This design comes from an exercise in tuning for small area and a short achievable clock period on the open sky130 flow, not from production work.
Function was checked by simulation only, so behaviour that the tests miss may differ from the original.
Power figures rest on the tool's default switching activity, not on a simulated workload. No driver is modelled on the clock port, so clocking that relies on it looks cheaper here than on a real chip.

==> design/flow/design.v <==
`timescale 1ns/100ps
package fofb_pkg;
  typedef struct packed {
    logic                     valid;
    logic                     last;    
    logic [32-1:0] value;
  } setpoint_beat_t;
  typedef struct packed {
    logic                   req;
    logic [11-1:0] length;   
  } tx_request_t;
  typedef struct packed {
    logic ack;
    logic strobe;   
    logic warn;     
  } tx_status_t;
  typedef struct packed {
    logic       ready;    
    logic       strobe;
    logic [7:0] data;
  } rx_byte_t;
  typedef union packed {
    logic [0:6-1][7:0] bytes;
    struct packed {
      logic [15:0]              supply;
      logic [32-1:0] value;
    } fields;
  } supply_record_u;
  typedef struct packed {
    logic                     valid;
    logic [7:0]               supply;
    logic [32-1:0] value;
  } rx_record_t;
endpackage
`timescale 1ns/100ps
module setpoint_stash (
  input  logic                       ethClk,
  input  logic                       arst_n,
  input  logic                       beat_valid,
  input  logic                       beat_last,
  input  logic [32-1:0]   beat_value,
  input  logic                       rd_done,    
  input  logic                       sent,
  output logic                       pending,
  output logic [32-1:0]   head,
  output logic [6:0]                 len_half    
);
  localparam int VALUE_W = 32;
  localparam int DEPTH   = 32;
  logic [DEPTH*VALUE_W-1:0] words;    
  logic [4:0]               cnt;      
  logic                     toss;     
  logic                     accept;
  logic                     align;
  logic                     auto_r;   
  logic                     shift;
  logic                     pending_nx;
  logic [4:0]               cnt_nx;
  assign accept = beat_valid && !toss && !pending;
  assign align  = pending && (cnt[3:0] != 4'd0);
  assign shift  = accept || auto_r;
  assign head = cnt[4] ? words[16*VALUE_W +: VALUE_W] : words[0 +: VALUE_W];
  always_ff @(posedge ethClk) begin
    if (shift) begin
      words <= {beat_value, words[DEPTH*VALUE_W-1:VALUE_W]};
    end
  end
  always_ff @(posedge ethClk) begin
    if (accept) begin
      len_half <= (cnt == 5'd0) ? 7'd9 : len_half + 7'd3;
    end
  end
  always_comb begin
    pending_nx = pending;
    if (sent) begin
      pending_nx = 1'b0;
    end else if (accept && beat_last) begin
      pending_nx = 1'b1;
    end
    cnt_nx = cnt;
    if (sent) begin
      cnt_nx = '0;
    end else if (accept || align) begin
      cnt_nx = cnt + 1'b1;
    end
  end
  always_ff @(posedge ethClk or negedge arst_n) begin
    if (!arst_n) begin
      cnt     <= '0;
      toss    <= 1'b0;
      pending <= 1'b0;
      auto_r  <= 1'b0;
    end else begin
      pending <= pending_nx;
      cnt     <= cnt_nx;
      auto_r  <= (pending_nx && (cnt_nx[3:0] != 4'd0)) || rd_done;
      if (beat_valid) begin
        if (toss) begin
          if (beat_last) begin
            toss <= 1'b0;
          end
        end else if (pending) begin
          if (!beat_last) begin
            toss <= 1'b1;
          end
        end
      end
    end
  end
endmodule
`timescale 1ns/100ps
module setpoint_tx (
  input  logic                         ethClk,
  input  logic                         arst_n,
  input  logic                         pending,
  input  logic [32-1:0]     head,
  output logic                         rd_done,
  output logic                         sent,
  input  logic [4-1:0]       readback_cmd,
  output logic                         tx_req,
  input  logic                         tx_ack,
  input  logic                         tx_strobe,
  input  logic                         tx_warn,
  output logic [7:0]                   data_tx,
  output logic [64-1:0]     nonce
);
  logic       busy;
  logic       in_hdr;    
  logic [3:0] npos;      
  logic [4:0] sidx;      
  logic [7:0] cur;       
  logic       is_cmd;    
  logic [7:0] nxt;
  logic       step;
  logic       start;
  logic [6:0] ones;      
  logic [7:0] carry;     
  assign step    = busy && tx_strobe && tx_warn;
  assign rd_done = step && !in_hdr && (npos == 4'd5);
  assign start   = !busy && pending && !sent;
  always_comb begin
    nxt = 8'h00;
    if (in_hdr) begin
      if (npos[3] || npos[2]) begin
        if (npos != 4'd12) begin
          case ({npos[3], npos[1:0]})
            3'd0:    nxt = nonce[63:56];
            3'd1:    nxt = nonce[55:48];
            3'd2:    nxt = nonce[47:40];
            3'd3:    nxt = nonce[39:32];
            3'd4:    nxt = nonce[31:24];
            3'd5:    nxt = nonce[23:16];
            3'd6:    nxt = nonce[15:8];
            default: nxt = nonce[7:0];
          endcase
        end
      end else if (npos[1:0] == 2'd1) begin
        nxt = 16'h7631 & 8'hff;
      end
    end else begin
      if (npos[2] || npos[1]) begin
        if (npos != 4'd6) begin
          case ({~npos[1], npos[0]})
            2'd0:    nxt = head[31:24];
            2'd1:    nxt = head[23:16];
            2'd2:    nxt = head[15:8];
            default: nxt = head[7:0];
          endcase
        end
      end else begin
        nxt = {3'b000, sidx};
      end
    end
  end
  assign data_tx = {cur[7:4], cur[3:0] | (is_cmd ? readback_cmd : 4'h0)};
  always_comb begin
    carry[0] = 1'b1;
    for (int k = 1; k < 8; k++) begin
      carry[k] = carry[k-1] && ones[k-1];
    end
  end
  always_ff @(posedge ethClk or negedge arst_n) begin
    if (!arst_n) begin
      busy   <= 1'b0;
      sent   <= 1'b0;
      tx_req <= 1'b0;
      nonce  <= '0;
      ones   <= '0;
    end else begin
      sent <= 1'b0;
      for (int k = 0; k < 7; k++) begin
        ones[k] <= &nonce[8*k +: 8];
      end
      if (busy) begin
        if (tx_ack) begin
          tx_req <= 1'b0;
        end
        if (tx_strobe && !tx_warn) begin
          busy <= 1'b0;   
          sent <= 1'b1;
        end
      end else if (start) begin
        busy   <= 1'b1;
        tx_req <= 1'b1;
        for (int k = 0; k < 8; k++) begin
          nonce[8*k +: 8] <= nonce[8*k +: 8] + {7'd0, carry[k]};
        end
      end
    end
  end
  always_ff @(posedge ethClk) begin
    if (!busy) begin
      in_hdr <= 1'b1;
      npos   <= 4'd1;
      sidx   <= '0;
      cur    <= 16'h7631 >> 8;
      is_cmd <= 1'b0;
    end else if (step) begin
      cur    <= nxt;
      is_cmd <= in_hdr && (npos == 4'd3);
      if (in_hdr) begin
        if (npos == 4'(12)) begin
          in_hdr <= 1'b0;
          npos   <= 4'd1;
        end else begin
          npos <= npos + 1'b1;
        end
      end else if (npos == 4'(6)) begin
        npos <= 4'd1;
        sidx <= sidx + 1'b1;
      end else begin
        npos <= npos + 1'b1;
      end
    end
  end
endmodule
`timescale 1ns/100ps
module readback_rx (
  input  logic                       ethClk,
  input  logic                       arst_n,
  input  logic                       rx_ready,
  input  logic                       rx_strobe,
  input  logic [7:0]                 rx_data,
  input  logic [4-1:0]     readback_cmd,
  input  logic [64-1:0]   nonce,
  output logic                       record_valid,
  output logic [7:0]                 record_supply,
  output logic [32-1:0]   record_value,
  output logic                       hdr_bad
);
  logic       in_hdr;
  logic [3:0] pos;
  logic [7:0] expect_b;
  logic       bad;
  logic       rec_end;
  logic [31:0] held;     
  logic [7:0]  last_b;   
  always_comb begin
    if (pos[3] || pos[2]) begin
      case ({pos[3], pos[1:0]})
        3'd0:    expect_b = nonce[63:56];
        3'd1:    expect_b = nonce[55:48];
        3'd2:    expect_b = nonce[47:40];
        3'd3:    expect_b = nonce[39:32];
        3'd4:    expect_b = nonce[31:24];
        3'd5:    expect_b = nonce[23:16];
        3'd6:    expect_b = nonce[15:8];
        default: expect_b = nonce[7:0];
      endcase
    end else begin
      case (pos[1:0])
        2'd0:    expect_b = 16'h7631 >> 8;
        2'd1:    expect_b = 16'h7631 & 8'hff;
        2'd2:    expect_b = 8'h00;
        default: expect_b = {4'h0, readback_cmd};
      endcase
    end
  end
  assign bad     = (in_hdr || pos == 4'd0) && (rx_data != (in_hdr ? expect_b : 8'h00));
  assign rec_end = !in_hdr && pos == 4'(6 - 1);
  always_ff @(posedge ethClk or negedge arst_n) begin
    if (!arst_n) begin
      in_hdr       <= 1'b1;
      pos          <= '0;
      record_valid <= 1'b0;
      hdr_bad      <= 1'b0;
    end else begin
      record_valid <= 1'b0;
      if (rx_ready) begin
        in_hdr  <= 1'b1;
        pos     <= '0;
        hdr_bad <= 1'b0;
      end else if (rx_strobe) begin
        if (bad) begin
          hdr_bad <= 1'b1;
        end
        if (in_hdr && pos == 4'(12 - 1)) begin
          in_hdr <= 1'b0;
          pos    <= '0;
        end else if (rec_end) begin
          pos          <= '0;
          record_valid <= 1'b1;
        end else begin
          pos <= pos + 1'b1;
        end
      end
    end
  end
  always_ff @(posedge ethClk) begin
    last_b <= rx_data;
    if (rx_strobe && !rec_end) begin
      held <= {held[23:0], rx_data};
    end
  end
  assign record_supply = held[31:24];
  assign record_value  = {held[23:0], last_b};
endmodule
`timescale 1ns/100ps
module fofb_link (
  input  logic                       ethClk,
  input  logic                       arst_n,
  input  logic                       beat_valid,
  input  logic                       beat_last,
  input  logic [32-1:0]   beat_value,
  input  logic [4-1:0]     readback_cmd,
  input  logic                       tx_ack,
  input  logic                       tx_strobe,
  input  logic                       tx_warn,
  input  logic                       rx_ready,
  input  logic                       rx_strobe,
  input  logic [7:0]                 rx_data,
  output logic                       tx_req,
  output logic [11-1:0]     tx_length,
  output logic [7:0]                 data_tx,
  output logic                       record_valid,
  output logic [7:0]                 record_supply,
  output logic [32-1:0]   record_value,
  output logic                       hdr_bad
);
  logic                     pending;
  logic                     sent;
  logic                     rd_done;
  logic [32-1:0] head;
  logic [6:0]               len_half;
  logic [64-1:0] nonce;    
  assign tx_length = {3'b000, len_half, 1'b0};
  setpoint_stash u_stash (
    .ethClk     (ethClk),
    .arst_n     (arst_n),
    .beat_valid (beat_valid),
    .beat_last  (beat_last),
    .beat_value (beat_value),
    .rd_done    (rd_done),
    .sent       (sent),
    .pending    (pending),
    .head       (head),
    .len_half   (len_half)
  );
  setpoint_tx u_tx (
    .ethClk       (ethClk),
    .arst_n       (arst_n),
    .pending      (pending),
    .head         (head),
    .rd_done     (rd_done),
    .sent         (sent),
    .readback_cmd (readback_cmd),
    .tx_req       (tx_req),
    .tx_ack       (tx_ack),
    .tx_strobe    (tx_strobe),
    .tx_warn      (tx_warn),
    .data_tx      (data_tx),
    .nonce        (nonce)
  );
  readback_rx u_rx (
    .ethClk        (ethClk),
    .arst_n        (arst_n),
    .rx_ready      (rx_ready),
    .rx_strobe     (rx_strobe),
    .rx_data       (rx_data),
    .readback_cmd  (readback_cmd),
    .nonce         (nonce),
    .record_valid  (record_valid),
    .record_supply (record_supply),
    .record_value  (record_value),
    .hdr_bad       (hdr_bad)
  );
endmodule
==> design/flow/flow/run.sh <==
#!/bin/bash
# Standard layout, with every port buffered by a plain buffer (buf_1) in
# place of the delay cell buffer_ports picks by default, and the command
# input pins placed beside the data output pins they drive combinationally.
set -euo pipefail
here=$(pwd)
bash standard.sh "BUFFER_PORTS_ARGS=-buffer_cell sky130_fd_sc_hd__buf_1" \
  "IO_CONSTRAINTS=$here/flow/io.tcl" finish > standard_flow.log 2>&1
==> design/flow/flow/io.tcl <==
# Keep the command inputs next to the data outputs they reach through one gate.
set_io_pin_constraint -group -order -pin_names {data_tx[0] readback_cmd[0] data_tx[1] readback_cmd[1] data_tx[2] readback_cmd[2] data_tx[3] readback_cmd[3]}
==> design/flow/standard.sh <==
#!/bin/bash
# synth_recipe.tcl (not shown) runs the flow's synth.tcl, then flattens the netlist and writes it again
# the make line also repeats each setting of config.mk as NAME=value (left out here)
make -C /OpenROAD-flow-scripts/flow DESIGN_CONFIG=/design/flow/config.mk WORK_HOME=/design/flow/orfs CLKGATE_MAP_FILE= SYNTH_SCRIPT=/design/flow/synth_recipe.tcl "${@:-finish}"
==> design/flow/config.mk <==
export PLATFORM = sky130hd
export DESIGN_NAME = fofb_link
export DESIGN_NICKNAME = fofb_link
export VERILOG_FILES = /design/flow/design.v
export SDC_FILE = /design/flow/constraint.sdc
export NUM_CORES = 4
export LEC_CHECK = 0
export CAP_MARGIN = 20
export CORE_MARGIN = 2
export CORE_UTILIZATION = 70
export CTS_CLUSTER_DIAMETER = 100
export CTS_CLUSTER_SIZE = 30
export SETUP_SLACK_MARGIN = 2.6
export SLEW_MARGIN = 20
==> design/flow/constraint.sdc <==
create_clock -name core_clock -period 5.0 [get_ports {ethClk}]
set_input_delay 1.0000 -clock core_clock [delete_from_list [all_inputs] [get_ports {ethClk}]]
set_output_delay 1.0000 -clock core_clock [all_outputs]
set_load 0.01 [all_outputs]
==> summary.md, run 1 <==
| Metric | Value |
|---|---|
| RSZ-0062 raised after global routing | true |
| DRC viols | 0 |
| Cell area after layout | 42,190 um2 |
| Worst setup margin | 2615 ps |
| Number of H-tree levels | 2 |
| # setup viols final | 0 |
| Sequential cell area | 34,700 um2 |
| Final Skew | 25.71 ps |
| Top post-synthesis cells by count | edfxtp_1 (1,063), dfrtp_1 (88), nand2_1 (60) |
| Worst path max stage delay | 150 ps |
| Status | complete, no violations |
| Slew Viols, Final | 0 |
| Post-route minimum period | 2385 ps |
| Fin nets | 2,035 |
| CTS buffer count | 45 |
| Mapped Area | 38,890 um2 |
| Antenna cells | 0 |
| WP data required | 4000 ps |
| Post-synth EDFFs | 1,063 |
| Die area | 57,460 um2 |
| Largest net degree at the start of global routing | 146 |
| Area of the multi-input gates | 4048 um2 |
| Final Core Density | 76.73% |
| Arr. time, crit path | 1390 ps |
| Psw | 5927 uW |
| I/O pin cnt | 115 |
| Max Cap Violations | 0 |
| Core ar. | 54,990 um2 |
| Setup slack at placement | 1564 ps |
| Critical Path End Type | output port |
| CP Cell Sequence | buf_6 > a21o_1 > buf_2 |
| Synth cell types | 69 |
| Clock latency (worst-skew pair) | 620 ps |
| Rel. slew slack | 50.55% |
| Hpwl dp | 30,930 um |
| CTS Sinks | 1,179 |
| Async SR Flop Fraction | 7.549% |
| ANT nets after route | 0 |
| Layout cell share with drive strength beyond 1 | 9.483% |
| First-pass DRT Iterations | 9 |
| Die Span Y | 239.7 um |
| Final hold vios | 0 |
| Max rail drop VDD | 0.0004645 V |
| Number of I/O port buffers | 110 |
| DRT iter0 DRCs | 1,700 |
| Register area share after synthesis | 89.20% |
| First-pass GRT wire length | 80,430 um |
| Net Sw Frac | 24.11% |
| Synth Flop Type | edfxtp_1 |
| Syn Inst Count | 1,787 |
| Synth area leader | edfxtp_1 |
| Root Driver | clkbuf_16 |
| Tcrit/Tclk final | 47.71% |
| Routed len/inst | 19.61 um |
| CTS max path bufs | 3 |
| Clk pin slew, worst setup/hold paths | 110 ps |
| TNS Setup | 0 ps |
| Crit start category | input port |
| Site row count | 86 |
| Via count | 15,700 |
| Area growth from synthesis to layout | 8.494% |
| DP Cell Count | 2,620 |
| Global-route usage over all layers | 18.34% |
| Leakage | 0.01442 uW |
| Clock power frac | 17.5% |
| Final cell count without fillers | 2,720 |
| Crit path max fanout | 2 |
| Register bit total from synthesis | 1,179 |
| Slew @ Worst Pin | 741.7 ps |
| Vias in the first global route | 15,020 |
| Logic gate share of total power | 11.5% |
| Syn_area_per_cell | 21.76 um2 |
| Top-area cell type share of the netlist area | 82.08% |
| Maximum clock frequency | 0.4192 GHz |
| Most common cell in the netlist | edfxtp_1 |
| Initial antenna violation count | 1 |
| Internal | 18,650 uW |
| Sequential Power Share | 70.9% |
| Power per Cell Area | 582.5 nW/um2 |
| Crit-path slowest cell | a21o_1 |
| Synth warn | 3 |
| DP Area | 40,340 um2 |
| Die X | 239.7 um |
| WS Path Type | in2out |
| Filler cell count | 2,963 |
| Final WL | 53,350 um |
| Drt via density | 5.773 |
| GR Overflow Total | 0 |
| Largest cells by area after synthesis | edfxtp_1 (82%), dfrtp_1 (5.7%), dfxtp_1 (1.4%) |
| CTS tree | yes |
| GPL Wtd Cong | 0.8779 |
| Kind of path behind the tightest hold check | in2async |
| Initial Util | 70.73% |
flip-flops by register name, summed over array words and instances, names as in the netlist, 4 cells and up:
register,cells
u_stash.len_half,7
u_rx.pos,4
u_tx.sidx,5
u_tx.npos,4
u_stash.words,1024
u_rx.held,32
u_tx.nonce,64
u_tx.cur,8
u_tx.ones,7
u_stash.cnt,5
u_rx.last_b,8
kinds of logic after synthesis:
kind of cell,after synthesis,share of synthesized area [%]
DFF,1179,89.20
adders and majority gates,28,0.9009
and+or+nand+nor,233,3.124
buffers and inverters,85,1.017
other,1,0.009643
AOI/OAI and AO/OA,167,3.269
xor gates and xnor gates,61,1.374
muxes,33,1.104
per-stage QoR:
step                      hold WS [ps]  power, uW
after global routing             417.8      25690
final                            406.3      24580
after floorplan                  400.3      18170
after detailed placement         404.5      20320
after global placement           400.2      19980
after CTS                        391.0      24790
power by group through the flow:
stage	sequential (uW)	combinational (uW)	clock (uW)
after global placement	17400	2580	0
after detailed placement	17600	2690	0
after floorplan	16600	1540	0
final	17400	2840	4310
after CTS	17500	2810	4480
after global routing	17800	3150	4750
critical path, delay by kind of cell:
| kind | cells | cell delay, ps |
|---|---|---|
| buffers and inverters | 2 | 240 |
| AO/OA/AOI/OAI | 1 | 150 |
final timing paths:
check | start | endpoint | slack, ps | cells past startpoint
setup / recovery | readback_cmd[0] | data_tx[0] | 2610 | 3
hold / removal | arst_n | u_tx.nonce[19] | 410 | 1
setup reg to reg | u_rx.pos[0] | u_rx.hdr_bad | 2650 | 8
hold reg to reg | u_stash.words[424] | u_stash.words[392] | 410 | 0
max in group asynchronous | arst_n | u_rx.pos[3] | 3520 | 2
min in group core_clock | u_stash.words[424] | u_stash.words[392] | 410 | 0
routing by layer:
| metal | wire length [um] | GRT usage [%] |
|---|---|---|
| met2 | 25290 | 29.20 |
| met4 | 1338 | 5.057 |
| met3 | 2717 | 3.158 |
| met1 | 24000 | 27.06 |
| met5 | 0 | 0 |
cell type report:
cell class / instances / share of cell area, %
Tap cell: 748 / 2.218
Timing Repair Buffer: 166 / 2.663
Clock inverter: 4 / 0.1601
Sequential cell: 1179 / 82.25
Inverter: 33 / 0.2995
Multi-Input combinational cell: 529 / 9.593
Clock buffer: 61 / 2.811
placed cells by master, fill, tap and decap left out, types with 18 or more instances in the layout:
| master | count |
|---|---|
| a21oi_1 | 21 |
| a222oi_1 | 27 |
| a22oi_1 | 30 |
| and3_1 | 18 |
| buf_1 | 101 |
| buf_4 | 36 |
| clkbuf_16 | 46 |
| dfrtp_1 | 84 |
| dfxtp_1 | 23 |
| edfxtp_1 | 1063 |
| ha_1 | 19 |
| inv_1 | 31 |
| mux2_2 | 19 |
| nand2_1 | 60 |
| nand3_1 | 34 |
| nand4_1 | 26 |
| nor2_1 | 35 |
| o21ai_0 | 20 |
| xnor2_1 | 44 |
what timing repair did:
item / in CTS / in global routing
hold buffers: 0 / 0
buffers inserted: 17 / 14
pin swaps: 14 / 21
endpoints found under the setup margin: 990 / 54
gates resized for setup: 48 / 20
hold endpoints to repair: 0 / 0
gates cloned: 2 / 2
==> inputs of run 2 (changes only) <==
--- a/design/flow/config.mk
+++ b/design/flow/config.mk
@@ -11,4 +11,4 @@
 export CTS_CLUSTER_DIAMETER = 100
 export CTS_CLUSTER_SIZE = 30
-export SETUP_SLACK_MARGIN = 2.6
+export SETUP_SLACK_MARGIN = 2.75
 export SLEW_MARGIN = 20
==> summary.md, run 2 <==
| Metric | Value |
|---|---|
| Status | complete, no violations |
| Number of H-tree levels | 2 (unchanged) |
| Sequential cell area | 34,710 um2 (about the same) |
| Power per Cell Area | 587.3 nW/um2 (+0.81%) |
| Layout cell share with drive strength beyond 1 | 11.58% (+2.1 points) |
| Root Driver | clkbuf_16 |
| Synth warn | 3 (unchanged) |
| Routed len/inst | 20.08 um (+2.4%) |
| GR Overflow Total | 0 (unchanged) |
| Synth Flop Type | edfxtp_1 |
| Worst setup margin | 2620 ps (+5.260 ps) |
| Critical Path End Type | register |
| Antenna cells | 0 (unchanged) |
| I/O pin cnt | 115 (unchanged) |
| Synth area leader | edfxtp_1 |
| First-pass DRT Iterations | 9 (unchanged) |
| Initial Util | 70.73% (unchanged) |
| Top post-synthesis cells by count | edfxtp_1 (1,063), dfrtp_1 (88), nand2_1 (60) |
| RSZ-0062 raised after global routing | true |
| Setup slack at placement | 1478 ps (-86.58 ps) |
| Post-synth EDFFs | 1,063 (unchanged) |
| Arr. time, crit path | 2900 ps (+1510 ps) |
| CTS max path bufs | 3 (unchanged) |
| Initial antenna violation count | 1 (unchanged) |
| Crit path max fanout | 12 (+10) |
| Die area | 57,460 um2 (unchanged) |
| Rel. slew slack | 49.24% (-1.3 points) |
| Maximum clock frequency | 0.4202 GHz (+0.22%) |
| Slew Viols, Final | 0 (unchanged) |
| Largest registers | u_stash.words: 1024 flops, u_tx.nonce: 64 flops, u_rx.held: 32 flops |
| Most frequent cells in the layout | edfxtp_1 (1,063), buf_1 (97), dfrtp_1 (83), nand2_1 (59), buf_4 (51) |
| Kind of path behind the tightest hold check | reg2reg |
| Fin nets | 2,058 (+1.1%) |
| Die Span Y | 239.7 um (unchanged) |
| GPL Wtd Cong | 0.8656 (-1.4%) |
| WP data required | 5520 ps (+1520 ps) |
| Number of I/O port buffers | 110 (unchanged) |
| Clock latency (worst-skew pair) | 640 ps (+20 ps) |
| Leakage | 0.01461 uW (+1.3%) |
| WS Path Type | reg2reg |
| Synth cell types | 69 (unchanged) |
| Top reg by flops | u_stash.words |
| Largest net degree at the start of global routing | 133 (-8.9%) |
| Syn_area_per_cell | 21.76 um2 (unchanged) |
| TNS Setup | 0 ps (unchanged) |
| Final Core Density | 77.33% (+0.60 points) |
| Max Cap Violations | 0 (unchanged) |
| Max rail drop VDD | 0.0005142 V (+11%) |
| Slew @ Worst Pin | 760.4 ps (+18.70 ps) |
| Crit start category | register |
| Global-route usage over all layers | 19.15% (+0.81 points) |
| Vias in the first global route | 15,360 (+2.3%) |
| Area growth from synthesis to layout | 9.343% |
| Site row count | 86 (unchanged) |
| Top-area cell type share of the netlist area | 82.08% (unchanged) |
| CTS tree | yes |
| Most common cell in the netlist | edfxtp_1 |
| Filler cell count | 2,903 (-2.0%) |
| Largest cells by area after synthesis | edfxtp_1 (82%), dfrtp_1 (5.7%), dfxtp_1 (1.4%) |
| Post-route minimum period | 2380 ps (-5.260 ps) |
| Max reg flops | 1,024 (unchanged) |
| Register area share after synthesis | 89.20% (unchanged) |
| Final WL | 55,060 um (+3.2%) |
| DRT iter0 DRCs | 1,374 (-19%) |
| DRC viols | 0 (unchanged) |
| Drt via density | 5.870 (+1.7%) |
| Area of the multi-input gates | 4136 um2 (+2.2%) |
| Hpwl dp | 31,410 um (+1.5%) |
| Tcrit/Tclk final | 47.60% (-0.11 points) |
| Register bit total from synthesis | 1,179 (unchanged) |
| Async SR Flop Fraction | 7.549% (unchanged) |
| CTS buffer count | 45 (unchanged) |
| # setup viols final | 0 (unchanged) |
| Final hold vios | 0 (unchanged) |
| Mapped Area | 38,890 um2 (unchanged) |
| ANT nets after route | 0 (unchanged) |
| CTS Sinks | 1,179 (unchanged) |
| First-pass GRT wire length | 83,550 um (+3.9%) |
| Syn Inst Count | 1,787 (unchanged) |
| Final Skew | 24.16 ps (-1.554 ps) |
| Via count | 16,100 (+2.5%) |
| Die X | 239.7 um (unchanged) |
| Commonest non-fill, non-tap cell in the layout | edfxtp_1 |
| Core ar. | 54,990 um2 (unchanged) |
| Clk pin slew, worst setup/hold paths | 110 ps (about the same) |
[run 2: report_power, final]
group / internal (uW) / leakage, uW / switching [uW]
sequential: 16200 / 0.0117 / 1270
combinational: 879 / 0.00228 / 2200
clock: 1780 / 0.000623 / 2620
[run 2: path summary, 6_finish.rpt]
kind                                    startpoint                 end  slack, ps  cells after the start
worst max-delay path                   u_rx.pos[0]        u_rx.hdr_bad       2620                      9
worst min-delay path            u_stash.words[331]  u_stash.words[299]        410                      0
max in group asynchronous                   arst_n         u_rx.pos[0]       3550                      2
worst min register to register  u_stash.words[331]  u_stash.words[299]        410                      0
worst max register to register         u_rx.pos[0]        u_rx.hdr_bad       2620                      9
min in group asynchronous                   arst_n      u_tx.nonce[17]        440                      1
[run 2: worst max-delay path: stages (launching register included)]
cell	delay, ps
dfrtp_2	450
inv_1	130
ha_4	230
buf_4	200
a22oi_1	170
nand2_1	100
a221oi_2	260
mux2_2	370
a2111oi_2	230
a31oi_1	120
[run 2: per-stage QoR]
step,instance area (um2),power (uW),hold WS [ps],instances
6_report,42520,24970,410.5,2742
5_1_grt,42520,26090,427.7,2742
4_1_cts,42230,25080,414.3,2731
3_5_place_dp,40420,20410,404.5,2629
3_3_place_gp,40420,20100,400.3,2629
2_1_floorplan,38920,18180,400.3,1790
[run 2: cell families after synthesis]
family	count (synthesis)	synth area share, %
AND/OR/NAND/NOR	233	3.124
XOR/XNOR	61	1.374
other	1	0.009643
buffers and inverters	85	1.017
AO/OA/AOI/OAI	167	3.269
flip-flops	1179	89.20
adder cells (fa/ha/maj)	28	0.9009
multiplexers	33	1.104
[run 2: repair_timing]
action,in CTS,in global routing
endpoints found under the setup margin,1083,76
endpoints found under the hold margin,0,0
setup buffers,34,8
pin swaps,25,21
gates resized for setup,66,40
hold buffers,0,0
gates cloned,4,3
[run 2: layout make-up]
type / count / share of cell area, %
Sequential cell: 1179 / 81.62
Multi-Input combinational cell: 531 / 9.728
Timing Repair Buffer: 187 / 3.107
Clock buffer: 60 / 2.831
Tap cell: 748 / 2.201
Inverter: 33 / 0.3031
Clock inverter: 4 / 0.2089
[run 2: per-layer routing]
layer | vias to the layer above | GRT usage, % | routed length [um]
met5 | - | 0 | 0
met4 | 0 | 6.913 | 1839
met3 | 115 | 2.547 | 2682
met2 | 427 | 30.66 | 26220
met1 | 8173 | 27.87 | 24320
li1 | 7380 | - | -
==> inputs of run 3 (changes only) <==
--- a/design/flow/config.mk
+++ b/design/flow/config.mk
@@ -11,4 +11,4 @@
 export CTS_CLUSTER_DIAMETER = 100
 export CTS_CLUSTER_SIZE = 30
-export SETUP_SLACK_MARGIN = 2.75
+export SETUP_SLACK_MARGIN = 2.5
 export SLEW_MARGIN = 20
==> summary.md, run 3 <==
| Metric | Value |
|---|---|
| Status | complete, no violations |
| Mux cell area share after synthesis | 1.104% (unchanged) |
| Register area share after synthesis | 89.20% (unchanged) |
| GR Overflow Total | 0 (unchanged) |
| Synth warn | 3 (unchanged) |
| DP Cell Count | 2,630 (+0.038%) |
| Fraction of the mapped netlist area in simple logic gates | 3.124% (unchanged) |
| Fin nets | 2,035 (-1.1%) |
| Vias in the first global route | 14,920 (-2.9%) |
| Top-area cell type share of the netlist area | 82.08% (unchanged) |
| Number of H-tree levels | 2 (unchanged) |
| Slew Viols, Final | 0 (unchanged) |
| CTS buffer count | 45 (unchanged) |
| TNS Setup | 0 ps (unchanged) |
| Routed len/inst | 19.67 um (-2.0%) |
| Initial Util | 70.73% (unchanged) |
| CTS tree | yes |
| Kind of path behind the tightest hold check | reg2reg |
| Root Driver | clkbuf_16 |
| Register bit total from synthesis | 1,179 (unchanged) |
| Maximum clock frequency | 0.4062 GHz (-3.3%) |
| Internal | 18,720 uW (-0.86%) |
| Sequential cell area | 34,700 um2 (about the same) |
| Syn_area_per_cell | 21.76 um2 (unchanged) |
| Rel. slew slack | 38.82% (-10 points) |
| Antenna cells | 0 (unchanged) |
| WS Path Type | in2out |
| Power per Cell Area | 587.2 nW/um2 (about the same) |
| Site row count | 86 (unchanged) |
| CTS Sinks | 1,179 (unchanged) |
| Final WL | 53,490 um (-2.9%) |
| WP data required | 4000 ps (-1520 ps) |
| Max reg flops | 1,024 (unchanged) |
| Hpwl dp | 31,020 um (-1.2%) |
| Tcrit/Tclk final | 49.24% (+1.6 points) |
| ANT nets after route | 0 (unchanged) |
| Synth Area in Compound Gates | 3.269% (unchanged) |
| Crit path max fanout | 2 (-10) |
| First-pass GRT wire length | 81,450 um (-2.5%) |
| Post-Synth Adder-Cell Area | 0.9009% (unchanged) |
| Slew @ Worst Pin | 913.6 ps (+153.1 ps) |
| Crit start category | input port |
| Most common cell in the netlist | edfxtp_1 |
| First-pass DRT Iterations | 5 (-4) |
| Synth Area in XOR/XNOR | 1.374% (unchanged) |
| Leakage | 0.01437 uW (-1.6%) |
| Worst setup margin | 2538 ps (-81.77 ps) |
| Via count | 15,840 (-1.6%) |
| CTS max path bufs | 3 (unchanged) |
| I/O pin cnt | 115 (unchanged) |
| Die Span Y | 239.7 um (unchanged) |
| Most frequent cells in the layout | edfxtp_1 (1,063), buf_1 (106), dfrtp_1 (85), nand2_1 (60), clkbuf_16 (46) |
| Final hold vios | 0 (unchanged) |
| Final cell count without fillers | 2,719 (-0.84%) |
| Psw | 5952 uW (-2.3%) |
| Max rail drop VDD | 0.0005047 V (-1.8%) |
| Main combinational cell family by area after synthesis | compound AO/OA/AOI/OAI gates |
| Largest net degree at the start of global routing | 106 (-20%) |
| Initial antenna violation count | 0 (-1) |
| # setup viols final | 0 (unchanged) |
| Core ar. | 54,990 um2 (unchanged) |
| Filler cell count | 3,023 (+4.1%) |
| Global-route usage over all layers | 18.54% (-0.61 points) |
| Top post-synthesis cells by count | edfxtp_1 (1,063), dfrtp_1 (88), nand2_1 (60) |
| Clk pin slew, worst setup/hold paths | 100 ps (about the same) |
| Net Sw Frac | 24.13% (-0.26 points) |
| Die area | 57,460 um2 (unchanged) |
| DRC viols | 0 (unchanged) |
| Critical Path End Type | output port |
| GPL Wtd Cong | 0.9356 (+8.1%) |
| Async SR Flop Fraction | 7.549% (unchanged) |
| Area growth from synthesis to layout | 8.040% |
| Clock latency (worst-skew pair) | 620 ps (-20 ps) |
| Logic gate share of total power | 11.4% (-0.9 points) |
| Drt via density | 5.825 (-0.77%) |
| Arr. time, crit path | 1460 ps (-1440 ps) |
| Max Cap Violations | 0 (unchanged) |
| Top reg by flops | u_stash.words |
| Commonest non-fill, non-tap cell in the layout | edfxtp_1 |
| Sequential Power Share | 70.8% (+0.8 points) |
| Post-route minimum period | 2462 ps (+81.77 ps) |
| Synth Flop Type | edfxtp_1 |
| Die X | 239.7 um (unchanged) |
| Number of I/O port buffers | 110 (unchanged) |
| Synth area leader | edfxtp_1 |
| Largest registers | u_stash.words: 1024 flops, u_tx.nonce: 64 flops, u_rx.held: 32 flops |
| RSZ-0062 raised after global routing | true |
| Final Skew | 15.45 ps (-8.707 ps) |
| Setup slack at placement | 1461 ps (-16.37 ps) |
| DRT iter0 DRCs | 1,655 (+20%) |
| Syn Inst Count | 1,787 (unchanged) |
| Layout cell share with drive strength beyond 1 | 8.727% (-2.9 points) |
| Post-synth EDFFs | 1,063 (unchanged) |
| Mapped Area | 38,890 um2 (unchanged) |
| Largest cells by area after synthesis | edfxtp_1 (82%), dfrtp_1 (5.7%), dfxtp_1 (1.4%) |
| Clock power frac | 17.7% (about the same) |
| Area of the multi-input gates | 3958 um2 (-4.3%) |
| Synth cell types | 69 (unchanged) |
run 3: power by group through the flow:
stage | clock (uW) | sequential (uW) | combinational (uW)
3_5_place_dp | 0 | 17700 | 2730
6_report | 4380 | 17500 | 2820
2_1_floorplan | 0 | 16600 | 1540
5_1_grt | 4830 | 17800 | 3130
3_3_place_gp | 0 | 17500 | 2610
4_1_cts | 4540 | 17500 | 2800
run 3: cell families (layout without fill, tap and decap cells):
family	count (synthesis)	in the layout
other	1	4
buffers and inverters	85	263
XOR/XNOR	61	61
multiplexers	33	33
AO/OA/AOI/OAI	167	167
flip-flops	1179	1179
adder cells (fa/ha/maj)	28	28
AND/OR/NAND/NOR	233	236
run 3: worst max-delay path, cell delays in order:
cell and delay [ps]:
buf_1 180, a21o_1 140, buf_1 140
run 3: layer usage:
metal,GRT usage (%),wire [um],up-vias
li1,-,-,7311
met1,27.78,24080,8008
met2,29.21,25480,428
met3,2.662,2580,90
met4,5.644,1351,0
met5,0,0,-
run 3: metrics by stage:
step | total power, uW | utilization (%) | area (um2) | hold slack [ps]
2_1_floorplan | 18170 | - | 38910 | 400.3
3_3_place_gp | 20080 | 73.46 | 40390 | 400.2
3_5_place_dp | 20380 | 73.46 | 40390 | 404.5
4_1_cts | 24880 | 76.07 | 41830 | 420.6
5_1_grt | 25780 | 76.41 | 42020 | 426.7
6_report | 24670 | 76.41 | 42020 | 417.1
run 3: worst paths after layout:
| kind | startpoint | endpoint | slack, ps | depth (start not counted) |
|---|---|---|---|---|
| setup reg to reg | u_rx.pos[0] | u_rx.hdr_bad | 2550 | 8 |
| max in group asynchronous | arst_n | u_rx.pos[3] | 3550 | 2 |
| hold / removal | u_stash.words[923] | u_stash.words[891] | 420 | 0 |
| min in group asynchronous | arst_n | u_tx.nonce[60] | 460 | 1 |
| setup / recovery | readback_cmd[3] | data_tx[3] | 2540 | 3 |
| hold reg to reg | u_stash.words[923] | u_stash.words[891] | 420 | 0 |
run 3: timing repair:
action,CTS,global route
pin swaps,6,4
hold buffers,0,0
buffers inserted,5,17
resized for setup,16,18
cloned,3,0
endpoints found under the setup margin,1010,39
run 3: area by class of cell:
class | count | share of cell area (%)
Clock buffer | 59 | 2.880
Clock inverter | 5 | 0.2144
Inverter | 33 | 0.2948
Multi-Input combinational cell | 529 | 9.419
Sequential cell | 1179 | 82.60
Tap cell | 748 | 2.228
Timing Repair Buffer | 166 | 2.367
==> inputs of run 4 (changes only) <==
--- a/design/flow/config.mk
+++ b/design/flow/config.mk
@@ -8,7 +8,7 @@
 export CAP_MARGIN = 20
 export CORE_MARGIN = 2
-export CORE_UTILIZATION = 70
+export CORE_UTILIZATION = 82
 export CTS_CLUSTER_DIAMETER = 100
 export CTS_CLUSTER_SIZE = 30
-export SETUP_SLACK_MARGIN = 2.5
+export SETUP_SLACK_MARGIN = 2.6
 export SLEW_MARGIN = 20
==> summary.md, run 4 <==
| Metric | Value |
|---|---|
| Syn Inst Count | 1,787 (unchanged) |
| Synth cell types | 69 (unchanged) |
| Syn_area_per_cell | 21.76 um2 (unchanged) |
| Die X | 221.8 um (-7.5%) |
| Most common cell in the netlist | edfxtp_1 |
| Fail Step | detailed placement |
| Site row count | 79 (-8.1%) |
| Synth warn | 3 (unchanged) |
| Err | [ERROR DPL-0033] detailed placement checks failed during check placement. |
| Synth Flop Type | edfxtp_1 |
| Synth Area in Compound Gates | 3.269% (unchanged) |
| Top-area cell type share of the netlist area | 82.08% (unchanged) |
| Synth Area in XOR/XNOR | 1.374% (unchanged) |
| Initial Util | 83.35% (+13 points) |
| Largest cells by area after synthesis | edfxtp_1 (82%), dfrtp_1 (5.7%), dfxtp_1 (1.4%) |
| Register bit total from synthesis | 1,179 (unchanged) |
| Post-synth EDFFs | 1,063 (unchanged) |
| Async SR Flop Fraction | 7.549% (unchanged) |
| Register area share after synthesis | 89.20% (unchanged) |
| Number of I/O port buffers | 110 (unchanged) |
| Synth area leader | edfxtp_1 |
| Die Span Y | 221.8 um (-7.5%) |
| Mapped Area | 38,890 um2 (unchanged) |
| Main combinational cell family by area after synthesis | compound AO/OA/AOI/OAI gates |
| GPL Wtd Cong | 0.9567 (+2.3%) |
| Hpwl dp | 44,080 um (+42%) |
| Post-Synth Adder-Cell Area | 0.9009% (unchanged) |
| Top post-synthesis cells by count | edfxtp_1 (1,063), dfrtp_1 (88), nand2_1 (60) |
| Fraction of the mapped netlist area in simple logic gates | 3.124% (unchanged) |
| Status | stopped before the end |
| I/O pin cnt | 115 (unchanged) |
| Mux cell area share after synthesis | 1.104% (unchanged) |
## run 4: worst max path at each step
stage                from                  end  slack, ps  depth (start not counted)
3_3_place_gp   beat_valid  u_stash.words[1018]       1730                          4
2_1_floorplan  beat_valid     u_stash.words[0]      -4350                          2
## run 4: power by group through the flow
stage	Clock [uW]	Sequential, uW	Combinational, uW
after global placement	0	17400	2510
after floorplan	0	16600	1540
## run 4: metrics by stage
stage          setup TNS, ps  cells
3_3_place_gp               0   2478
2_1_floorplan       -4455360   1790
## run 4: cell families after synthesis
family	after synthesis
simple gates	233
flops	1179
xor+xnor	61
compound gates	167
buf+inv	85
fa+ha+maj	28
mux	33
other cells	1
==> inputs of run 5 (changes only) <==
--- a/design/flow/config.mk
+++ b/design/flow/config.mk
@@ -8,5 +8,5 @@
 export CAP_MARGIN = 20
 export CORE_MARGIN = 2
-export CORE_UTILIZATION = 82
+export CORE_UTILIZATION = 76
 export CTS_CLUSTER_DIAMETER = 100
 export CTS_CLUSTER_SIZE = 30
==> summary.md, run 5 <==
| Metric | Value |
|---|---|
| Die X | 230.2 um (+3.8%) |
| Most common cell in the netlist | edfxtp_1 |
| Post-synth EDFFs | 1,063 (unchanged) |
| Mapped Area | 38,890 um2 (unchanged) |
| Register bit total from synthesis | 1,179 (unchanged) |
| Top post-synthesis cells by count | edfxtp_1 (1,063), dfrtp_1 (88), nand2_1 (60) |
| Initial Util | 77.20% (-6.2 points) |
| Register area share after synthesis | 89.20% (unchanged) |
| Synth warn | 3 (unchanged) |
| I/O pin cnt | 115 (unchanged) |
| Async SR Flop Fraction | 7.549% (unchanged) |
| Status | stopped before the end |
| Err | [ERROR DPL-0033] detailed placement checks failed during check placement. |
| Top-area cell type share of the netlist area | 82.08% (unchanged) |
| Synth Flop Type | edfxtp_1 |
| GPL Wtd Cong | 0.9310 (-2.7%) |
| Synth area leader | edfxtp_1 |
| Hpwl dp | 32,880 um (-25%) |
| Site row count | 82 (+3.8%) |
| Fail Step | detailed placement |
| Synth cell types | 69 (unchanged) |
| Syn Inst Count | 1,787 (unchanged) |
| Number of I/O port buffers | 110 (unchanged) |
| Largest cells by area after synthesis | edfxtp_1 (82%), dfrtp_1 (5.7%), dfxtp_1 (1.4%) |
| Syn_area_per_cell | 21.76 um2 (unchanged) |
| Die Span Y | 230.2 um (+3.8%) |
-- run 5: metrics by stage --
step,instances,hold WS [ps],power [uW],worst slack [ps],cell area (um2)
after floorplan,1790,400.3,18170,-4351,38920
after global placement,2547,400.2,19990,1580,40240
-- run 5: power by group through the flow --
| stage | Sequential [uW] | Clock, uW | Combinational (uW) |
|---|---|---|---|
| global placement | 17500 | 0 | 2530 |
| floorplan | 16600 | 0 | 1540 |
-- run 5: cells by family after synthesis --
logic type,count (synthesis),share of synthesized area [%]
adder cells (fa/ha/maj),28,0.9009
other,1,0.009643
AO/OA/AOI/OAI,167,3.269
XOR/XNOR,61,1.374
flip-flops,1179,89.20
multiplexers,33,1.104
AND/OR/NAND/NOR,233,3.124
buffers and inverters,85,1.017
-- run 5: worst max path at each step --
| stage | start | to | slack [ps] | cells past startpoint |
|---|---|---|---|---|
| 2_1_floorplan | beat_valid | u_stash.words[0] | -4350 | 2 |
| 3_3_place_gp | beat_valid | u_stash.words[694] | 1580 | 4 |
==> inputs of run 6 (changes only) <==
--- a/design/flow/config.mk
+++ b/design/flow/config.mk
@@ -8,7 +8,8 @@
 export CAP_MARGIN = 20
 export CORE_MARGIN = 2
-export CORE_UTILIZATION = 76
-export CTS_CLUSTER_DIAMETER = 100
-export CTS_CLUSTER_SIZE = 30
+export CORE_UTILIZATION = 70
+export CTS_BUF_LIST = sky130_fd_sc_hd__clkbuf_8
+export CTS_CLUSTER_DIAMETER = 80
+export CTS_CLUSTER_SIZE = 20
 export SETUP_SLACK_MARGIN = 2.6
 export SLEW_MARGIN = 20
==> summary.md, run 6 <==
| Metric | Value |
|---|---|
| I/O pin cnt | 115 (unchanged) |
| Initial antenna violation count | 0 |
| Global-route usage over all layers | 18.15% |
| Initial Util | 70.73% (-6.5 points) |
| DP Cell Count | 2,620 |
| CTS tree | yes |
| Die area | 57,460 um2 |
| Top reg by flops | u_stash.words |
| Most frequent cells in the layout | edfxtp_1 (1,063), buf_1 (101), dfrtp_1 (84), clkbuf_8 (71), nand2_1 (60) |
| Largest registers | u_stash.words: 1024 flops, u_tx.nonce: 64 flops, u_rx.held: 32 flops |
| Arr. time, crit path | 1420 ps |
| Routed len/inst | 19.13 um |
| Kind of path behind the tightest hold check | in2async |
| Buf/Inv on CP | 2 |
| Clock latency (worst-skew pair) | 670 ps |
| ANT nets after route | 0 |
| Final cell count without fillers | 2,750 |
| Fraction of the mapped netlist area in simple logic gates | 3.124% (unchanged) |
| Die X | 239.7 um (+4.1%) |
| GPL Wtd Cong | 0.8779 (-5.7%) |
| Worst path max stage delay | 150 ps |
| Synth cell types | 69 (unchanged) |
| DRC viols | 0 |
| Largest cells by area after synthesis | edfxtp_1 (82%), dfrtp_1 (5.7%), dfxtp_1 (1.4%) |
| CTS buffer count | 68 |
| Tcrit/Tclk final | 48.34% |
| Root Driver | clkbuf_8 |
| # setup viols final | 0 |
| Number of H-tree levels | 3 |
| RSZ-0062 raised after global routing | true |
| Top-area cell type share of the netlist area | 82.08% (unchanged) |
| Slew @ Worst Pin | 851.1 ps |
| Layout cell share with drive strength beyond 1 | 10.94% |
| Antenna cells | 0 |
| Final WL | 52,610 um |
| Mux cell area share after synthesis | 1.104% (unchanged) |
| Max reg flops | 1,024 |
| Top post-synthesis cells by count | edfxtp_1 (1,063), dfrtp_1 (88), nand2_1 (60) |
| Register area share after synthesis | 89.20% (unchanged) |
| Most common cell in the netlist | edfxtp_1 |
| Leakage | 0.01443 uW |
| Crit start category | input port |
| GR Overflow Total | 0 |
| Clk pin slew, worst setup/hold paths | 120 ps |
| TNS Setup | 0 ps |
| Post-Synth Adder-Cell Area | 0.9009% (unchanged) |
| Post-route minimum period | 2417 ps |
| Async SR Flop Fraction | 7.549% (unchanged) |
| Synth Area in XOR/XNOR | 1.374% (unchanged) |
| Critical Path End Type | output port |
| Die Span Y | 239.7 um (+4.1%) |
| Synth warn | 3 (unchanged) |
| CP Cell Sequence | buf_4 > a21o_1 > buf_2 |
| CTS Sinks | 1,179 |
| Synth Area in Compound Gates | 3.269% (unchanged) |
| Rel. slew slack | 43.14% |
| Power per Cell Area | 573.8 nW/um2 |
| Max Cap Violations | 0 |
| Final Skew | 25.79 ps |
| Drt via density | 5.749 |
| CP Depth | 3 |
| FF-to-FF path depth | 7 |
| Area growth from synthesis to layout | 8.027% |
| Fin nets | 2,061 |
| Vias in the first global route | 14,990 |
| Site row count | 86 (+4.9%) |
| Via count | 15,810 |
| Register bit total from synthesis | 1,179 (unchanged) |
| DRT iter0 DRCs | 1,710 |
| First-pass GRT wire length | 79,320 um |
| Hpwl dp | 30,930 um (-5.9%) |
| Final hold vios | 0 |
| Synth area leader | edfxtp_1 |
| Main combinational cell family by area after synthesis | compound AO/OA/AOI/OAI gates |
| Syn_area_per_cell | 21.76 um2 (unchanged) |
| Largest delay share family, worst path | buffers and inverters |
| Maximum clock frequency | 0.4137 GHz |
| Mapped Area | 38,890 um2 (unchanged) |
| Post-synth EDFFs | 1,063 (unchanged) |
| Core ar. | 54,990 um2 |
| Status | complete, no violations |
| Number of I/O port buffers | 110 (unchanged) |
| WS Path Type | in2out |
| WP data required | 4000 ps |
| Syn Inst Count | 1,787 (unchanged) |
| Synth Flop Type | edfxtp_1 |
| Crit-path slowest cell | a21o_1 |
| CTS max path bufs | 3 |
| Max rail drop VDD | 0.0004346 V |
| First-pass DRT Iterations | 9 |
| Largest net degree at the start of global routing | 146 |
| Slew Viols, Final | 0 |
| Commonest non-fill, non-tap cell in the layout | edfxtp_1 |
| Hold slack final | 364.3 ps |
| Crit path max fanout | 2 |
run 6: cell counts after synthesis:
No cell type changed its count.
run 6: final cells by class:
cell class	instances	area [um2]
well taps	748	935.9
multi-input cells	528	4034
repair buffers	170	1131
flip-flops and latches	1179	34710
inverters	33	126.4
fillers	3007	12970
clock buffers	71	977.2
clock inverters	21	96.34
run 6: metal layers:
layer  GRT usage (%)  share of wire, %  vias up
met5               0                 0        -
met2           27.79                46      441
li1                -                 -     7360
met1           27.01                45     7891
met4           6.837               2.8        0
met3           3.146               5.4      118
run 6: timing repair:
action,in CTS,in global routing
gates resized for setup,46,26
endpoints found under the setup margin,993,35
setup buffers,16,19
pin swaps,13,20
cloned,1,2
hold buffers,0,0
run 6: cells by family (layout without fill, tap and decap cells):
| kind of cell | after synthesis | after routing |
|---|---|---|
| DFF | 1179 | 1179 |
| and+or+nand+nor | 233 | 235 |
| AOI/OAI and AO/OA | 167 | 167 |
| xor gates and xnor gates | 61 | 61 |
| other | 1 | 4 |
| muxes | 33 | 33 |
| adders and majority gates | 28 | 28 |
| buffers and inverters | 85 | 295 |
run 6: final timing paths:
path	slack (ps)	start	endpoint
max	2580	readback_cmd[0]	data_tx[0]
min	360	arst_n	u_tx.nonce[30]
max reg2reg	2650	u_tx.npos[1]	u_tx.cur[5]
min reg2reg	410	u_stash.words[90]	u_stash.words[58]
max in group asynchronous	3570	arst_n	u_rx.pos[0]
min in group core_clock	410	u_stash.words[90]	u_stash.words[58]
run 6: through the flow:
stage | util [%] | setup WS (ps) | area [um2] | power [uW]
detailed placement | 73.37 | 1564 | 40340 | 20320
finish | 76.40 | 2583 | 42010 | 24110
floorplan | - | -4351 | 38920 | 18170
CTS | 75.90 | 2527 | 41740 | 24290
global placement | 73.32 | 1638 | 40310 | 19980
global route | 76.40 | 2519 | 42010 | 25260
run 6: power breakdown:
part | leakage, uW | total, uW | switching, uW | internal, uW
clock network | 0.000610 | 3860 | 2550 | 1320
registers | 0.0117 | 17400 | 1180 | 16200
logic | 0.00211 | 2840 | 2110 | 728
total | 0.0144 | 24100 | 5840 | 18300
run 6: worst register-to-register path: cells and delay by family (launching register included):
family,cells,cell delay (ps)
compound gates,3,800
mux,1,510
flops,1,390
buf+inv,2,310
fa+ha+maj,1,220
==> inputs of run 7 (changes only) <==
==> design/flow/flow/run.sh (replaced) <==
#!/bin/bash
# Standard layout, with every port buffered by a plain buffer (buf_1) in
# place of the delay cell buffer_ports picks by default, the command input
# pins placed beside the data output pins they drive combinationally, and
# clock tree synthesis without dummy loads.
set -euo pipefail
here=$(pwd)
bash standard.sh "BUFFER_PORTS_ARGS=-buffer_cell sky130_fd_sc_hd__buf_1" \
  "IO_CONSTRAINTS=$here/flow/io.tcl" \
  "CTS_ARGS=-sink_clustering_enable -repair_clock_nets -sink_clustering_size 30 -sink_clustering_max_diameter 100 -dont_use_dummy_load" \
  finish > standard_flow.log 2>&1
--- a/design/flow/config.mk
+++ b/design/flow/config.mk
@@ -9,7 +9,6 @@
 export CORE_MARGIN = 2
 export CORE_UTILIZATION = 70
-export CTS_BUF_LIST = sky130_fd_sc_hd__clkbuf_8
-export CTS_CLUSTER_DIAMETER = 80
-export CTS_CLUSTER_SIZE = 20
+export CTS_CLUSTER_DIAMETER = 100
+export CTS_CLUSTER_SIZE = 30
 export SETUP_SLACK_MARGIN = 2.6
 export SLEW_MARGIN = 20
==> summary.md, run 7 <==
| Metric | Value |
|---|---|
| Status | complete, no violations |
| HP Start | u_stash.words[919] |
| CP Launch Point | readback_cmd[0] |
| Slew Viols, Final | 0 (unchanged) |
| Async SR Flop Fraction | 7.549% (unchanged) |
| Die area | 57,460 um2 (unchanged) |
| CTS tree | yes |
| Setup slack, reg-to-reg | 2620 ps (-30 ps) |
| M1 WL | 24,000 um (+0.69%) |
| Endpoint, Worst Hold | u_stash.words[887] |
| Top post-synthesis cells by count | edfxtp_1 (1,063), dfrtp_1 (88), nand2_1 (60) |
| Commonest non-fill, non-tap cell in the layout | edfxtp_1 |
| Drt via density | 5.793 (+0.77%) |
| Syn_area_per_cell | 21.76 um2 (unchanged) |
| Clock latency (worst-skew pair) | 610 ps (-60 ps) |
| Max Cap Violations | 0 (unchanged) |
| I/O pin cnt | 115 (unchanged) |
| CTS Sinks | 1,179 (unchanged) |
| Die X | 239.7 um (unchanged) |
| Synth cell types | 69 (unchanged) |
| Final Skew | 42.14 ps (+16.35 ps) |
| Core ar. | 54,990 um2 (unchanged) |
| RSZ-0062 raised after global routing | true |
| Largest cells by area after synthesis | edfxtp_1 (82%), dfrtp_1 (5.7%), dfxtp_1 (1.4%) |
| Hpwl dp | 30,930 um (unchanged) |
| Most common cell in the netlist | edfxtp_1 |
| Crit start category | input port |
| Internal | 18,620 uW (+2.0%) |
| # setup viols final | 0 (unchanged) |
| Final Core Density | 76.75% (+0.35 points) |
| WP data required | 4000 ps (about the same) |
| GR Overflow Total | 0 (unchanged) |
| WS Path Type | in2out |
| Layout cell share with drive strength beyond 1 | 10.04% (-0.90 points) |
| First-pass GRT wire length | 79,320 um (unchanged) |
| Post-route minimum period | 2386 ps (-30.90 ps) |
| Max rail drop VDD | 0.0004637 V (+6.7%) |
| CTS max path bufs | 3 (unchanged) |
| Hold-fix buffers, CTS | 0 (unchanged) |
| Vias in the first global route | 14,890 (-0.67%) |
| Largest registers | u_stash.words: 1024 flops, u_tx.nonce: 64 flops, u_rx.held: 32 flops |
| Antenna cells | 0 (unchanged) |
| CTS buffer count | 45 (-34%) |
| Clock power frac | 16.8% (+0.8 points) |
| Die Span Y | 239.7 um (unchanged) |
| GPL Wtd Cong | 0.8779 (unchanged) |
| Slew @ Worst Pin | 720.6 ps (-130.4 ps) |
| Clk pin slew, worst setup/hold paths | 100 ps (-20 ps) |
| FF-to-FF End | u_tx.cur[5] |
| Psw | 5826 uW (-0.23%) |
| Routed met2 length | 24,990 um (+2.2%) |
| WHS Path Cells | 0 |
| Area growth from synthesis to layout | 8.520% |
| Critical Path End Type | output port |
| Arr. time, crit path | 1390 ps (-30 ps) |
| Max reg flops | 1,024 (unchanged) |
| Number of I/O port buffers | 110 (unchanged) |
| FF-to-FF path depth | 8 (+1) |
| Net Sw Frac | 23.83% (-0.39 points) |
| First-pass DRT Iterations | 8 (-1) |
| Top routing layer used | met4 |
| Synth warn | 3 (unchanged) |
| Kind of path behind the tightest hold check | reg2reg |
| Crit-path slowest cell | a21o_1 |
| Register area share after synthesis | 89.20% (unchanged) |
| Synth Flop Type | edfxtp_1 |
| Mapped Area | 38,890 um2 (unchanged) |
| Final cell count without fillers | 2,711 (-1.4%) |
| Leakage | 0.01444 uW (about the same) |
| Filler cell count | 2,964 (-1.4%) |
| ANT nets after route | 0 (unchanged) |
| Largest net degree at the start of global routing | 146 (unchanged) |
| Root Driver | clkbuf_16 |
| Maximum clock frequency | 0.4191 GHz (+1.3%) |
| Initial Util | 70.73% (unchanged) |
| Number of H-tree levels | 2 (-1) |
| Met3 wire len | 2663 um (-6.2%) |
| Register bit total from synthesis | 1,179 (unchanged) |
| Syn Inst Count | 1,787 (unchanged) |
| Crit path max fanout | 2 (unchanged) |
| DRT iter0 DRCs | 1,698 (-0.70%) |
| Site row count | 86 (unchanged) |
| Top reg by flops | u_stash.words |
| Global-route usage over all layers | 18.00% (-0.15 points) |
| RR Startpoint | u_tx.npos[1] |
| DRC viols | 0 (unchanged) |
| Most frequent cells in the layout | edfxtp_1 (1,063), buf_1 (101), dfrtp_1 (84), nand2_1 (60), clkbuf_16 (47) |
| Worst path max stage delay | 150 ps (about the same) |
| Top-area cell type share of the netlist area | 82.08% (unchanged) |
| DP Cell Count | 2,620 (unchanged) |
| Final hold vios | 0 (unchanged) |
| Initial antenna violation count | 0 (unchanged) |
| Tcrit/Tclk final | 47.72% (-0.62 points) |
| CP Cell Sequence | buf_6 > a21o_1 > buf_2 |
| Final WL | 53,020 um (+0.77%) |
| Synth area leader | edfxtp_1 |
| Rel. slew slack | 51.96% (+8.8 points) |
| Routed len/inst | 19.56 um (+2.2%) |
| Via count | 15,710 (-0.66%) |
| Power per Cell Area | 579.3 nW/um2 (+0.96%) |
| Post-synth EDFFs | 1,063 (unchanged) |
| Sequential Power Share | 71.2% (-1.0 points) |
| Fin nets | 2,046 (-0.73%) |
| Logic gate share of total power | 11.9% (about the same) |
-- run 7: stage by stage --
stage,cell area [um2],hold WS (ps),power (uW),worst slack [ps],TNS [ps]
final,42200,373.6,24450,2614,0
after global placement,40310,400.2,19980,1638,0
after detailed placement,40340,404.5,20320,1564,0
after CTS,41840,372.7,24570,2523,0
after floorplan,38920,400.3,18170,-4351,-4455360
after global routing,42200,373.8,25550,2503,0
-- run 7: cells by family after synthesis --
logic type	after synthesis	synth area share, %
mux	33	1.104
simple gates	233	3.124
xor+xnor	61	1.374
flops	1179	89.20
fa+ha+maj	28	0.9009
other cells	1	0.009643
compound gates	167	3.269
buf+inv	85	1.017
-- run 7: timing repair --
item | in CTS | in global routing
pin swaps | 17 | 25
endpoints found under the setup margin | 993 | 60
buffers inserted | 18 | 23
resized for setup | 50 | 25
cloned | 2 | 3
-- run 7: power by group through the flow --
stage	sequential (uW)	clock (uW)	combinational (uW)
2_1_floorplan	16600	0	1540
3_3_place_gp	17400	0	2580
3_5_place_dp	17600	0	2690
4_1_cts	17500	4290	2800
5_1_grt	17800	4550	3230
6_report	17400	4110	2920
-- run 7: how the worst max path moves through the flow --
stage | end | slack, ps | cells after the start
global placement | u_tx.cur[4] | 1640 | 6
detailed placement | u_stash.words[976] | 1560 | 5
CTS | u_tx.cur[5] | 2520 | 7
floorplan | u_stash.words[0] | -4350 | 2
finish | data_tx[0] | 2610 | 3
global route | u_tx.cur[5] | 2500 | 8
-- run 7: worst max-delay path, delay by kind of cell --
family	cells	cell delay, ps
AOI/OAI and AO/OA	1	150
buffers and inverters	2	240
-- run 7: cell type report --
cell class                      instances  area (um2)  area share, %
Timing Repair Buffer                  177        1247          2.956
Multi-Input combinational cell        529        4059          9.618
Inverter                               33       128.9         0.3054
Sequential cell                      1179       34700          82.23
Clock buffer                           45        1126          2.668
Tap cell                              748       935.9          2.218
-- run 7: metal layers --
metal | track usage [%] | vias up
li1 | - | 7310
met1 | 26.56 | 7905
met2 | 28.38 | 391
met3 | 3.250 | 100
met4 | 5.265 | 0
met5 | 0 | -
==> inputs of run 8 (changes only) <==
--- a/design/flow/config.mk
+++ b/design/flow/config.mk
@@ -11,4 +11,4 @@
 export CTS_CLUSTER_DIAMETER = 100
 export CTS_CLUSTER_SIZE = 30
-export SETUP_SLACK_MARGIN = 2.6
+export SETUP_SLACK_MARGIN = 2.65
 export SLEW_MARGIN = 20
==> summary.md, run 8 <==
| Metric | Value |
|---|---|
| Routed len/inst | 19.42 um (-0.68%) |
| Die area | 57,460 um2 (unchanged) |
| CTS max path bufs | 3 (unchanged) |
| FF-to-FF End | u_tx.cur[5] |
| Synth warn | 3 (unchanged) |
| CP Launch Point | readback_cmd[0] |
| CP Cell Sequence | buf_8 > a21o_1 > buf_2 |
| Async SR Flop Fraction | 7.549% (unchanged) |
| Drt via density | 5.773 (-0.35%) |
| Layout cell share with drive strength beyond 1 | 10.35% (+0.31 points) |
| Worst Setup EP | data_tx[0] |
| Status | complete, no violations |
| DRT iter0 DRCs | 1,582 (-6.8%) |
| I/O pin cnt | 115 (unchanged) |
| Worst path max stage delay | 140 ps (about the same) |
| WP data required | 4000 ps (about the same) |
| CTS tree | yes |
| WS Path Type | in2out |
| Leakage | 0.01444 uW (about the same) |
| Syn_area_per_cell | 21.76 um2 (unchanged) |
| Hpwl dp | 30,930 um (unchanged) |
| TNS Setup | 0 ps (unchanged) |
| Number of I/O port buffers | 110 (unchanged) |
| Filler cell count | 2,957 (-0.24%) |
| RR Startpoint | u_tx.npos[1] |
| Die X | 239.7 um (unchanged) |
| Sequential cell area | 34,700 um2 (unchanged) |
| RSZ-0062 raised after global routing | true |
| DRC viols | 0 (unchanged) |
| Largest cells by area after synthesis | edfxtp_1 (82%), dfrtp_1 (5.7%), dfxtp_1 (1.4%) |
| Tcrit/Tclk final | 47.35% (-0.38 points) |
| CTS Sinks | 1,179 (unchanged) |
| Area growth from synthesis to layout | 8.636% |
| Largest registers | u_stash.words: 1024 flops, u_tx.nonce: 64 flops, u_rx.held: 32 flops |
| Synth cell types | 69 (unchanged) |
| Setup slack at placement | 1564 ps (unchanged) |
| Hold-fix buffers, CTS | 0 (unchanged) |
| Post-route minimum period | 2367 ps (-18.78 ps) |
| Root Driver | clkbuf_16 |
| Clk pin slew, worst setup/hold paths | 90 ps (about the same) |
| Critical Path End Type | output port |
| First-pass GRT wire length | 79,630 um (+0.38%) |
| Number of H-tree levels | 2 (unchanged) |
| Max Cap Violations | 0 (unchanged) |
| Maximum clock frequency | 0.4224 GHz (+0.79%) |
| GR Overflow Total | 0 (unchanged) |
| Total chip power | 24,450 uW (about the same) |
| CTS buffer count | 45 (unchanged) |
| Top-area cell type share of the netlist area | 82.08% (unchanged) |
| Max reg flops | 1,024 (unchanged) |
| Arr. time, crit path | 1370 ps (-20 ps) |
| Most frequent cells in the layout | edfxtp_1 (1,063), buf_1 (101), dfrtp_1 (84), nand2_1 (60), clkbuf_16 (46) |
| Crit-path slowest cell | a21o_1 |
| Commonest non-fill, non-tap cell in the layout | edfxtp_1 |
| Power per Cell Area | 578.6 nW/um2 (-0.12%) |
| Kind of path behind the tightest hold check | reg2reg |
| Synth area leader | edfxtp_1 |
| Vias in the first global route | 14,920 (+0.21%) |
| Most common cell in the netlist | edfxtp_1 |
| First-pass DRT Iterations | 8 (unchanged) |
| Rel. slew slack | 51.18% (-0.78 points) |
| Max rail drop VDD | 0.0004640 V (about the same) |
| Initial Util | 70.73% (unchanged) |
| ANT nets after route | 0 (unchanged) |
| Initial antenna violation count | 0 (unchanged) |
| Synth Flop Type | edfxtp_1 |
| Clock latency (worst-skew pair) | 610 ps (about the same) |
| Final hold vios | 0 (unchanged) |
| Slew @ Worst Pin | 732.3 ps (+11.70 ps) |
| Antenna cells | 0 (unchanged) |
| Fin nets | 2,045 (-0.049%) |
| Post-synth EDFFs | 1,063 (unchanged) |
| Mapped Area | 38,890 um2 (unchanged) |
| Register bit total from synthesis | 1,179 (unchanged) |
| Crit start category | input port |
| # setup viols final | 0 (unchanged) |
| Slew Viols, Final | 0 (unchanged) |
| Final Skew | 41.71 ps (-0.4356 ps) |
| Top post-synthesis cells by count | edfxtp_1 (1,063), dfrtp_1 (88), nand2_1 (60) |
| Largest net degree at the start of global routing | 146 (unchanged) |
| Area of the multi-input gates | 4094 um2 (+0.86%) |
| Via count | 15,650 (-0.38%) |
| Worst setup margin | 2633 ps (+18.78 ps) |
| Setup slack, reg-to-reg | 2650 ps (+30 ps) |
| Site row count | 86 (unchanged) |
| Top reg by flops | u_stash.words |
| Crit path max fanout | 2 (unchanged) |
| Final WL | 52,640 um (-0.72%) |
| Syn Inst Count | 1,787 (unchanged) |
| Die Span Y | 239.7 um (unchanged) |
| FF-to-FF path depth | 7 (-1) |
| Core ar. | 54,990 um2 (unchanged) |
| GPL Wtd Cong | 0.8779 (unchanged) |
| Register area share after synthesis | 89.20% (unchanged) |
| Global-route usage over all layers | 18.08% (+0.084 points) |
## run 8: cell counts after synthesis
No cell type changed its count.
## run 8: cell type report
type / instances / share of cell area (%)
sequential: 1179 / 82.15
inverter: 33 / 0.3110
timing repair buffer: 176 / 2.971
clock buffer: 45 / 2.665
multi-input combinational: 529 / 9.691
tap: 748 / 2.215
## run 8: report_power, final
| group | switching (uW) | total, uW | internal [uW] |
|---|---|---|---|
| logic | 2140 | 2930 | 787 |
| clock network | 2480 | 4100 | 1620 |
| registers | 1190 | 17400 | 16200 |
| total | 5810 | 24400 | 18600 |
## run 8: logic make-up (layout without fill, tap and decap cells)
family          after synthesis  count (layout)  share of synthesized area, %
fa+ha+maj                    28              28                        0.9009
simple gates                233             236                         3.124
buf+inv                      85             254                         1.017
mux                          33              33                         1.104
compound gates              167             167                         3.269
other cells                   1               4                      0.009643
flops                      1179            1179                         89.20
xor+xnor                     61              61                         1.374
## run 8: repair_timing
| item | 4_1_cts | 5_1_grt |
|---|---|---|
| resized for setup | 64 | 34 |
| gates cloned | 2 | 2 |
| setup buffers | 26 | 15 |
| endpoints found under the setup margin | 996 | 222 |
| pin swaps | 22 | 36 |
## run 8: how the worst min path moves through the flow
stage	to	cells after the start	from
2_1_floorplan	u_stash.words[0]	0	u_stash.words[32]
3_3_place_gp	u_stash.words[663]	0	u_stash.words[695]
3_5_place_dp	u_stash.words[100]	0	u_stash.words[132]
4_1_cts	u_stash.words[887]	0	u_stash.words[919]
5_1_grt	u_stash.words[887]	0	u_stash.words[919]
6_report	u_stash.words[887]	0	u_stash.words[919]
## run 8: through the flow
step | instance area, um2 | hold slack (ps) | instances | utilization, %
final | 42250 | 375.9 | 2710 | 76.83
after global placement | 40310 | 400.2 | 2619 | 73.32
after floorplan | 38920 | 400.3 | 1790 | -
after global routing | 42250 | 373.8 | 2710 | 76.83
after CTS | 41940 | 372.7 | 2693 | 76.27
after detailed placement | 40340 | 404.5 | 2620 | 73.37
## run 8: worst max-delay path: cells and delay by family
family,cells,cell delay [ps]
buffers and inverters,2,220
AO/OA/AOI/OAI,1,140
## run 8: layer usage
layer  vias to the layer above  global-route usage [%]  share of wire [%]
li1                       7316                       -                  -
met1                      7842                   26.68                 45
met2                       381                   28.50                 47
met3                       107                   3.192                5.2
met4                         0                   5.455                2.8
met5                         -                       0                  0

==> port drivers added, routing unchanged <==
The results above use ideal ports. As a check the final layouts listed here were re-extracted and re-timed, cells and wires unchanged.
Step 1, drivers: a clkbuf_16 drives ethClk and a buf_2 each remaining input, both assumed.
Step 2 also shifts input and output timing later by t, the mid clock arrival at the registers, as if the neighbouring blocks saw the same clock.
Slacks: ideal ports / drivers / drivers and shift; pairs: ideal ports / drivers.
| run | t (ns) | setup WS [ns] | slew at the worst register clock pin (ns) |
|---|---|---|---|
| run 1 | 0.664 | 2.615 / 2.583 / 2.079 | 0.11 / 0.11 |
| run 2 | 0.678 | 2.620 / 2.582 / 2.144 | 0.11 / 0.11 |
| run 3 | 0.674 | 2.538 / 2.516 / 2.150 | 0.11 / 0.11 |
| run 6 | 0.716 | 2.583 / 2.558 / 2.066 | 0.12 / 0.12 |
| run 7 | 0.645 | 2.614 / 2.583 / 2.061 | 0.12 / 0.12 |
| run 8 | 0.646 | 2.633 / 2.595 / 2.182 | 0.11 / 0.11 |
After both steps every run listed still meets setup and hold. For run 7, which loses most, drivers alone change the setup slack by -0.031 ns; drivers and shift together by -0.553 ns.
